What follows belongs to an exercise in optimizing a design on an open flow for small area, a short achievable clock period and few clock cycles; a production flow would make more cautious choices.
Only simulation tests tie the RTL to the original design; equivalence was not proved.
Power is estimated from default activity; no workload was simulated.

==> yarrow: inputs <==
// integer_table_engine_with_sort
module integer_table_engine_with_sort (
	input  logic          clk,
	input  logic          arst_n,
	input  logic          req_valid,
	output logic          req_stall,
	input  logic [39:0]   req,
	output logic          rsp_valid,
	input  logic          rsp_stall,
	output logic [47:0]   rsp
);
make LEC_CHECK=0 CAP_MARGIN=20 CELL_PAD_IN_SITES_DETAIL_PLACEMENT=1 CORE_MARGIN=2 CORE_UTILIZATION=30 PLACE_DENSITY=0.45 SETUP_SLACK_MARGIN=4.3 SLEW_MARGIN=20 finish   # period 8.0 ns
run.sh (not shown) runs the stock make flow with config.mk's settings and CLKGATE_MAP_FILE= SYNTH_SCRIPT=/design/flow/synth_recipe.tcl, a recipe that flattens the netlist after the stock synthesis.
==> delta: changes against yarrow <==
--- a/flow/design.v
+++ b/flow/design.v
@@ -35,39 +35,31 @@
 	input  logic [ite_pkg::DEPTH-1:0]                  sel_w,
 	input  logic [ite_pkg::DEPTH-1:0]                  sel_r1,
 	input  logic [ite_pkg::DEPTH-1:0]                  sel_r2,
 	input  logic [ite_pkg::DEPTH-1:0]                  sel_h,
 	input  logic [ite_pkg::WORD_W-1:0]                 wdata,
 	output logic [ite_pkg::DEPTH-1:0][ite_pkg::WORD_W-1:0] tab
 );
 	logic [ite_pkg::DEPTH-1:0][ite_pkg::WORD_W-1:0] nxt;
-	logic                                           clr_q;
 	logic [ite_pkg::DEPTH-1:0]                      w, r1, r2, h;
-	assign w  = clr_q ? '0 : sel_w;
-	assign r1 = clr_q ? '0 : sel_r1;
-	assign r2 = clr_q ? '0 : sel_r2;
-	assign h  = clr_q ? '0 : sel_h;
+	assign w  = sel_w;
+	assign r1 = sel_r1;
+	assign r2 = sel_r2;
+	assign h  = sel_h;
 	always_comb begin
 		for (int p = 0; p < ite_pkg::DEPTH; p++) begin
 			nxt[p] = ({ite_pkg::WORD_W{w[p]}}  & wdata)
 			       | ({ite_pkg::WORD_W{r1[p]}} & tab[(p + 1) % ite_pkg::DEPTH])
 			       | ({ite_pkg::WORD_W{h[p]}}  & tab[p]);
 			if (p % 2 == 1) begin
 				nxt[p] = nxt[p] | ({ite_pkg::WORD_W{r2[p]}} & tab[(p + 2) % ite_pkg::DEPTH]);
 			end
 		end
 	end
-	always_ff @(posedge clk or negedge arst_n) begin
-		if (!arst_n) begin
-			clr_q <= 1'b1;
-		end else begin
-			clr_q <= 1'b0;
-		end
-	end
 	always_ff @(posedge clk) begin
 		tab <= nxt;
 	end
 endmodule
 `timescale 1ns / 1ps
 module ite_cmp (
 	input  logic [ite_pkg::WORD_W-1:0] a,
 	input  logic [ite_pkg::WORD_W-1:0] b,
@@ -146,16 +138,17 @@
 	output logic [ite_pkg::WORD_W-1:0]                     wdata
 );
 	ite_pkg::req_t r_q, h_q;
 	logic          r_v_q, h_v_q;
 	ite_pkg::tok_t f0_q, f1_q;
 	logic          f0_v_q, f1_v_q;
 	logic [5:0]    cnt_q;
 	logic [4:0]    off_q;
+	logic          clr_q;
 	logic          srt1_q, srt_q;
 	ite_pkg::rsp_t rsp_q;
 	logic          rsp_v_q;
 	logic          push, pop, can, go;
 	logic          is_wr, is_del, is_sort;
 	ite_pkg::tok_t tok;
 	logic          tok_v;
 	logic          out_ok, emit, e_done, e_srch;
@@ -210,17 +203,18 @@
 	ite_pc3 u_pc_eq  (.v(eq),  .a(eq_a),  .m(eq_m),  .t(eq_t));
 	ite_pc3 u_pc_vec (.v(vec), .a(vec_a), .m(vec_m), .t(vec_t));
 	assign wdata = r_q.word;
 	always_comb begin
 		for (int p = 0; p < ite_pkg::DEPTH; p++) begin
 			sel_w[p]  = is_wr && ps_q == 5'(p);
 			sel_r1[p] = is_del && msh[p];
 			sel_r2[p] = 1'b0;
-			sel_h[p]  = !(is_wr || is_del || is_sort) || (is_wr && ps_q != 5'(p)) || (is_del && mh[p]);
+			sel_h[p]  = (!(is_wr || is_del || is_sort) && !clr_q) || (is_wr && ps_q != 5'(p))
+			         || (is_del && mh[p]);
 			if (p % 2 == 0) begin
 				sel_r1[p] = sel_r1[p] || (is_sort && !sw[p / 2]);
 				sel_h[p]  = sel_h[p] || sw[p / 2];
 			end else begin
 				sel_r1[p] = sel_r1[p] || (is_sort && !sw[(p / 2 + 1) % (ite_pkg::DEPTH / 2)]);
 				sel_r2[p] = sw[(p / 2 + 1) % (ite_pkg::DEPTH / 2)];
 			end
 		end
@@ -300,17 +294,19 @@
 		if (!arst_n) begin
 			r_v_q   <= 1'b0;
 			h_v_q   <= 1'b0;
 			f0_v_q  <= 1'b0;
 			f1_v_q  <= 1'b0;
 			rsp_v_q <= 1'b0;
 			off_q   <= '0;
 			last_q  <= 5'd31;
+			clr_q   <= 1'b1;
 		end else begin
+			clr_q  <= 1'b0;
 			off_q  <= off_nx;
 			last_q <= last_nx;
 			if (!r_v_q || pop) begin
 				r_v_q <= h_v_q || push;
 				h_v_q <= h_v_q && push;
 			end else begin
 				h_v_q <= h_v_q || push;
 			end
==> flow/config.mk (replaced) <==
export PLATFORM = sky130hd
export DESIGN_NAME = integer_table_engine_with_sort
export DESIGN_NICKNAME = integer_table_engine_with_sort
export VERILOG_FILES = /design/flow/design.v
export SDC_FILE = /design/flow/constraint.sdc
export NUM_CORES = 4
export LEC_CHECK = 0
export CAP_MARGIN = 20
export CELL_PAD_IN_SITES_DETAIL_PLACEMENT = 1
export CORE_MARGIN = 5
export CORE_UTILIZATION = 30
export PLACE_DENSITY = 0.45
export SETUP_SLACK_MARGIN = 4.7
export SLEW_MARGIN = 20
export TNS_END_PERCENT = 5
==> ember: changes against yarrow <==
--- a/flow/design.v
+++ b/flow/design.v
@@ -35,39 +35,31 @@
 	input  logic [ite_pkg::DEPTH-1:0]                  sel_w,
 	input  logic [ite_pkg::DEPTH-1:0]                  sel_r1,
 	input  logic [ite_pkg::DEPTH-1:0]                  sel_r2,
 	input  logic [ite_pkg::DEPTH-1:0]                  sel_h,
 	input  logic [ite_pkg::WORD_W-1:0]                 wdata,
 	output logic [ite_pkg::DEPTH-1:0][ite_pkg::WORD_W-1:0] tab
 );
 	logic [ite_pkg::DEPTH-1:0][ite_pkg::WORD_W-1:0] nxt;
-	logic                                           clr_q;
 	logic [ite_pkg::DEPTH-1:0]                      w, r1, r2, h;
-	assign w  = clr_q ? '0 : sel_w;
-	assign r1 = clr_q ? '0 : sel_r1;
-	assign r2 = clr_q ? '0 : sel_r2;
-	assign h  = clr_q ? '0 : sel_h;
+	assign w  = sel_w;
+	assign r1 = sel_r1;
+	assign r2 = sel_r2;
+	assign h  = sel_h;
 	always_comb begin
 		for (int p = 0; p < ite_pkg::DEPTH; p++) begin
 			nxt[p] = ({ite_pkg::WORD_W{w[p]}}  & wdata)
 			       | ({ite_pkg::WORD_W{r1[p]}} & tab[(p + 1) % ite_pkg::DEPTH])
 			       | ({ite_pkg::WORD_W{h[p]}}  & tab[p]);
 			if (p % 2 == 1) begin
 				nxt[p] = nxt[p] | ({ite_pkg::WORD_W{r2[p]}} & tab[(p + 2) % ite_pkg::DEPTH]);
 			end
 		end
 	end
-	always_ff @(posedge clk or negedge arst_n) begin
-		if (!arst_n) begin
-			clr_q <= 1'b1;
-		end else begin
-			clr_q <= 1'b0;
-		end
-	end
 	always_ff @(posedge clk) begin
 		tab <= nxt;
 	end
 endmodule
 `timescale 1ns / 1ps
 module ite_cmp (
 	input  logic [ite_pkg::WORD_W-1:0] a,
 	input  logic [ite_pkg::WORD_W-1:0] b,
@@ -146,16 +138,17 @@
 	output logic [ite_pkg::WORD_W-1:0]                     wdata
 );
 	ite_pkg::req_t r_q, h_q;
 	logic          r_v_q, h_v_q;
 	ite_pkg::tok_t f0_q, f1_q;
 	logic          f0_v_q, f1_v_q;
 	logic [5:0]    cnt_q;
 	logic [4:0]    off_q;
+	logic          clr_q;
 	logic          srt1_q, srt_q;
 	ite_pkg::rsp_t rsp_q;
 	logic          rsp_v_q;
 	logic          push, pop, can, go;
 	logic          is_wr, is_del, is_sort;
 	ite_pkg::tok_t tok;
 	logic          tok_v;
 	logic          out_ok, emit, e_done, e_srch;
@@ -210,17 +203,18 @@
 	ite_pc3 u_pc_eq  (.v(eq),  .a(eq_a),  .m(eq_m),  .t(eq_t));
 	ite_pc3 u_pc_vec (.v(vec), .a(vec_a), .m(vec_m), .t(vec_t));
 	assign wdata = r_q.word;
 	always_comb begin
 		for (int p = 0; p < ite_pkg::DEPTH; p++) begin
 			sel_w[p]  = is_wr && ps_q == 5'(p);
 			sel_r1[p] = is_del && msh[p];
 			sel_r2[p] = 1'b0;
-			sel_h[p]  = !(is_wr || is_del || is_sort) || (is_wr && ps_q != 5'(p)) || (is_del && mh[p]);
+			sel_h[p]  = (!(is_wr || is_del || is_sort) && !clr_q) || (is_wr && ps_q != 5'(p))
+			         || (is_del && mh[p]);
 			if (p % 2 == 0) begin
 				sel_r1[p] = sel_r1[p] || (is_sort && !sw[p / 2]);
 				sel_h[p]  = sel_h[p] || sw[p / 2];
 			end else begin
 				sel_r1[p] = sel_r1[p] || (is_sort && !sw[(p / 2 + 1) % (ite_pkg::DEPTH / 2)]);
 				sel_r2[p] = sw[(p / 2 + 1) % (ite_pkg::DEPTH / 2)];
 			end
 		end
@@ -300,17 +294,19 @@
 		if (!arst_n) begin
 			r_v_q   <= 1'b0;
 			h_v_q   <= 1'b0;
 			f0_v_q  <= 1'b0;
 			f1_v_q  <= 1'b0;
 			rsp_v_q <= 1'b0;
 			off_q   <= '0;
 			last_q  <= 5'd31;
+			clr_q   <= 1'b1;
 		end else begin
+			clr_q  <= 1'b0;
 			off_q  <= off_nx;
 			last_q <= last_nx;
 			if (!r_v_q || pop) begin
 				r_v_q <= h_v_q || push;
 				h_v_q <= h_v_q && push;
 			end else begin
 				h_v_q <= h_v_q || push;
 			end
==> flow/config.mk (replaced) <==
export PLATFORM = sky130hd
export DESIGN_NAME = integer_table_engine_with_sort
export DESIGN_NICKNAME = integer_table_engine_with_sort
export VERILOG_FILES = /design/flow/design.v
export SDC_FILE = /design/flow/constraint.sdc
export NUM_CORES = 4
export LEC_CHECK = 0
export CAP_MARGIN = 20
export CELL_PAD_IN_SITES_DETAIL_PLACEMENT = 1
export CORE_MARGIN = 5
export CORE_UTILIZATION = 30
export PLACE_DENSITY = 0.45
export SETUP_SLACK_MARGIN = 4.5
export SLEW_MARGIN = 20
export TNS_END_PERCENT = 5
==> impl_metrics.py <==
metrics = {
    "setup_path": {
        "r2r_cells": 9,
        "reg2reg_slack_ns": 4.22,
    },
    "floorplanning": {
        "core_area_um2": 288000,
        "die_w_um": 548,
    },
    "drt": {
        "viasPerCell": 6.66,
        "drt_iter0_markers": 17125,
    },
    "clocking": {
        "postCtsResizedCells": 551,
        "clock_latency_ns": 0.92,
    },
    "synthesis": {
        "syn_avg_cell_area_um2": 9.28,
        "syn_nets": 9925,
        "yosys.area_share.simple": 0.115,
    },
    "power": {
        "leakagePower_nw": 44.0,
        "seqPwrFrac": 0.211,
        "power_density_nw_per_um2": 379,
    },
    "global_route": {
        "grt_util_met3": 0.0963,
    },
    "status": {
        "outcome": "finished clean",
    },
    "layout": {
        "clock_area_frac": 0.0527,
        "n_clock_buffer": 237,
        "area_growth_pct": 21.0,
    },
    "sta": {
        "finalCritPeriodShare": 0.473,
        "tightest_slew_ns": 1.14,
    },
}
-- figures above: ember

==> impl_metrics.py <==
metrics = {
    "status": {
        "outcome": "finished clean",
    },
    "power": {
        "power_density_nw_per_um2": 393,
        "leakagePower_nw": 45.2,
    },
    "synthesis": {
        "syn_nets": 9925,
        "yosys.area_share.simple": 0.115,
    },
    "layout": {
        "n_clock_buffer": 239,
    },
    "setup_path": {
        "reg2reg_slack_ns": 4.16,
    },
    "floorplanning": {
        "core_area_um2": 288000,
    },
    "drt": {
        "drt_iter0_markers": 18610,
    },
    "sta": {
        "finalCritPeriodShare": 0.479,
    },
}
-- figures above: delta

==> impl_metrics.py <==
metrics = {
    "setup_path": {
        "reg2reg_slack_ns": 4.05,
        "worst-path-stages": 10,
    },
    "synthesis": {
        "syn_nets": 9751,
        "syn_avg_cell_area_um2": 9.53,
        "yosys.area_share.simple": 0.114,
    },
    "sta": {
        "finalCritPeriodShare": 0.493,
    },
    "layout": {
        "clock_area_frac": 0.0524,
        "area_growth_pct": 21.3,
        "n_clock_buffer": 238,
    },
    "floorplanning": {
        "core_area_um2": 291000,
    },
    "power": {
        "leakagePower_nw": 44.2,
        "power_density_nw_per_um2": 353,
    },
    "global_route": {
        "grt_util_met3": 0.141,
    },
    "drt": {
        "drt_iter0_markers": 17012,
    },
    "placed_design": {
        "dp_hpwl_mm": 330,
    },
    "clocking": {
        "clock_latency_ns": 0.90,
        "postCtsResizedCells": 301,
    },
    "status": {
        "outcome": "finished clean",
    },
}
-- figures above: yarrow

Testbench counts of yarrow, summed over its fixed seeds: cycles 6,931.
Testbench counts of delta, summed over its fixed seeds: cycles 6,931.
Testbench counts of ember, summed over its fixed seeds: cycles 6,931.

-- what the ideal ports hide --
How much do the figures lean on ideal ports? The routed layouts below were timed once more, with nothing changed but the port constraints. Step 1: set_driving_cell puts a clkbuf_16 on clk and a buf_2 on each other input, an assumption about the parent block. Step 2 times the ports against the registers' clock, not the clock port: input delays grow and output delays shrink by t, the midpoint of the rising clock arrivals with the driver on. Slacks: ideal ports / drivers / drivers and shift; pairs: ideal ports / drivers.
run | t, ns | slack for setup (ns) | hold WS [ns] | worst register clock-pin slew, ns | cell pins on the clock port's net
yarrow | 0.966 | 4.054 / 4.054 / 3.589 | 0.429 / 0.429 / 0.429 | 0.08 / 0.08 | 1
delta | 1.011 | 4.164 / 4.164 / 3.527 | 0.419 / 0.419 / 0.419 | 0.07 / 0.07 | 1
ember | 0.978 | 4.219 / 4.220 / 3.482 | 0.453 / 0.453 / 0.453 | 0.08 / 0.08 | 1
After both steps every run listed still meets setup and hold. For ember, which loses most, drivers alone change the setup slack by +0.001 ns; drivers and shift together by -0.737 ns.
